Context: an optimization exercise on an open-source flow, tuned for small area. The choices shown serve that exercise and are no tape-out recipe.
In this exercise RTL edits were held to simulation tests only and were not proved equivalent to the original.
Power figures rest on the tool's default switching activity, not on a simulated workload.

// l2_gan_param_loader
module l2_gan_param_loader (
    input  logic                 clk,
    input  logic                 rst,
    input  logic                 start,
    input  logic [WIDTH-1:0]     in_data,
    input  logic                 in_valid,
    output logic                 in_ready,
    output logic                 busy,
    output logic                 params_valid,
    output logic [6:0]           word_cnt,
    output logic                 cksum_err,
    output logic [255:0]         L1_w,
    output logic [63:0]          L1_b,
    output logic [127:0]         L2_w,
    output logic [31:0]          L2_b,
    output logic [31:0]          L3_w,
    output logic [15:0]          L3_b,
    output logic [15:0]          L4_w,
    output logic [15:0]          L4_b,
    output logic [15:0]          L5_w,
    output logic [15:0]          L5_b,
    output logic [31:0]          L6_w,
    output logic [31:0]          L6_b,
  ...
Size: roughly 1,200 flip-flops, ~37,000 um2 of cells after synthesis.
export LEC_CHECK = 0
export CAP_MARGIN = 20
export CORE_AREA = 5 5 255 255
export DIE_AREA = 0 0 260 260
export SLEW_MARGIN = 20
create_clock -name core_clock -period 5.0 [get_ports {clk}]
standard.sh (not shown) runs the stock make flow with config.mk's settings and CLKGATE_MAP_FILE= SYNTH_SCRIPT=/design/flow/synth_recipe.tcl, a recipe that flattens the netlist after the stock synthesis.
==> flow/flow/run.sh <==
#!/bin/bash
# Standard layout, except: the port buffers are the smallest buffer cell, the
# pins may sit one track apart (so a smaller die fits them), and the clock tree
# uses small leaf clock buffers under a strong root, without dummy loads.
set -e
export BUFFER_PORTS_ARGS="-buffer_cell sky130_fd_sc_hd__buf_1"
export PLACE_PINS_ARGS="-min_distance 1 -min_distance_in_tracks"
export CTS_ARGS="-sink_clustering_enable -repair_clock_nets -sink_clustering_size 24 -sink_clustering_max_diameter 45 -buf_list {sky130_fd_sc_hd__clkbuf_8 sky130_fd_sc_hd__clkbuf_16} -root_buf sky130_fd_sc_hd__clkbuf_16 -sink_clustering_buffer sky130_fd_sc_hd__clkbuf_8 -dont_use_dummy_load"
bash standard.sh > standard.log 2>&1
The first run completed without violations.
Next try:
==> flow/flow/run.sh (replaced) <==
#!/bin/bash
# Standard layout, except: the port buffers are the smallest buffer cell, the
# pins may sit one track apart (so a smaller die fits them), and the clock tree
# uses small leaf clock buffers under a strong root, without dummy loads.
set -e
export BUFFER_PORTS_ARGS="-buffer_cell sky130_fd_sc_hd__buf_1"
export PLACE_PINS_ARGS="-min_distance 1 -min_distance_in_tracks"
export CTS_ARGS="-sink_clustering_enable -repair_clock_nets -sink_clustering_size 11 -sink_clustering_max_diameter 40 -buf_list {sky130_fd_sc_hd__clkbuf_4 sky130_fd_sc_hd__clkbuf_8} -root_buf sky130_fd_sc_hd__clkbuf_16 -sink_clustering_buffer sky130_fd_sc_hd__clkbuf_4 -dont_use_dummy_load"
bash standard.sh > standard.log 2>&1
Setup slack is worse by 0.020 ns.
Hold slack is worse by 0.062 ns.
Area after synthesis stays the same.
First-iteration DRC count rose by 6.1%.
Cell count rose by 0.71%.
Next try:
==> flow/flow/run.sh (replaced) <==
#!/bin/bash
# Standard layout, except: the port buffers are the smallest buffer cell, the
# pins may sit one track apart (so a smaller die fits them), and the clock tree
# uses small leaf clock buffers under a strong root, without dummy loads.
set -e
export BUFFER_PORTS_ARGS="-buffer_cell sky130_fd_sc_hd__buf_1"
export PLACE_PINS_ARGS="-min_distance 1 -min_distance_in_tracks"
export CTS_ARGS="-sink_clustering_enable -repair_clock_nets -sink_clustering_size 6 -sink_clustering_max_diameter 25 -buf_list {sky130_fd_sc_hd__clkbuf_4 sky130_fd_sc_hd__clkbuf_8} -root_buf sky130_fd_sc_hd__clkbuf_16 -sink_clustering_buffer sky130_fd_sc_hd__clkbuf_2 -dont_use_dummy_load"
bash standard.sh > standard.log 2>&1
The changed run went through all stages and came out clean.
Sequential power is about the same.
Critical path depth went down by 7.
Synthesized cell count does not change.
Cell area came out higher by 2.4%.
Total power came out higher by 11%.
First-iteration DRC count drops by 8.9%.
Utilization is higher by 1.7 points.
Fmax is higher by 2.8%.
Cell count came out higher by 4.0%.
Non-clock buffer count is unchanged.
Hold slack degrades by 0.074 ns.

==> what the ideal ports hide <==
Ports are ideal in the flow. The routed layouts listed here were re-timed in OpenROAD. Step 1 (the two cells are an assumption about what drives the block):
set clk [get_ports {clk}]
set_driving_cell -lib_cell sky130_fd_sc_hd__clkbuf_16 $clk
set_driving_cell -lib_cell sky130_fd_sc_hd__buf_2 [delete_from_list [all_inputs] $clk]
Step 2 times the ports against the registers' clock, not the clock port: input delays grow and output delays shrink by t, the midpoint of the rising clock arrivals with the driver on. Three values: ideal ports, drivers, drivers and shift; two values: the first two.
run	shift t [ns]	setup WS [ns]	hold slack, ns	worst data-port slew with drivers (ns)	cell pins on the clock port's net
the first run	0.663	1.915 / 1.934 / 1.271	0.324 / 0.320 / 0.414	0.10	1
the second run	0.671	1.895 / 1.913 / 1.241	0.263 / 0.257 / 0.406	0.10	1
the third run	0.757	1.978 / 1.917 / 1.248	0.189 / 0.183 / 0.398	0.10	1
After both steps every run listed still meets setup and hold. The setup slack of the third run, which loses most, moves by -0.061 ns with the drivers and by -0.730 ns with both steps.
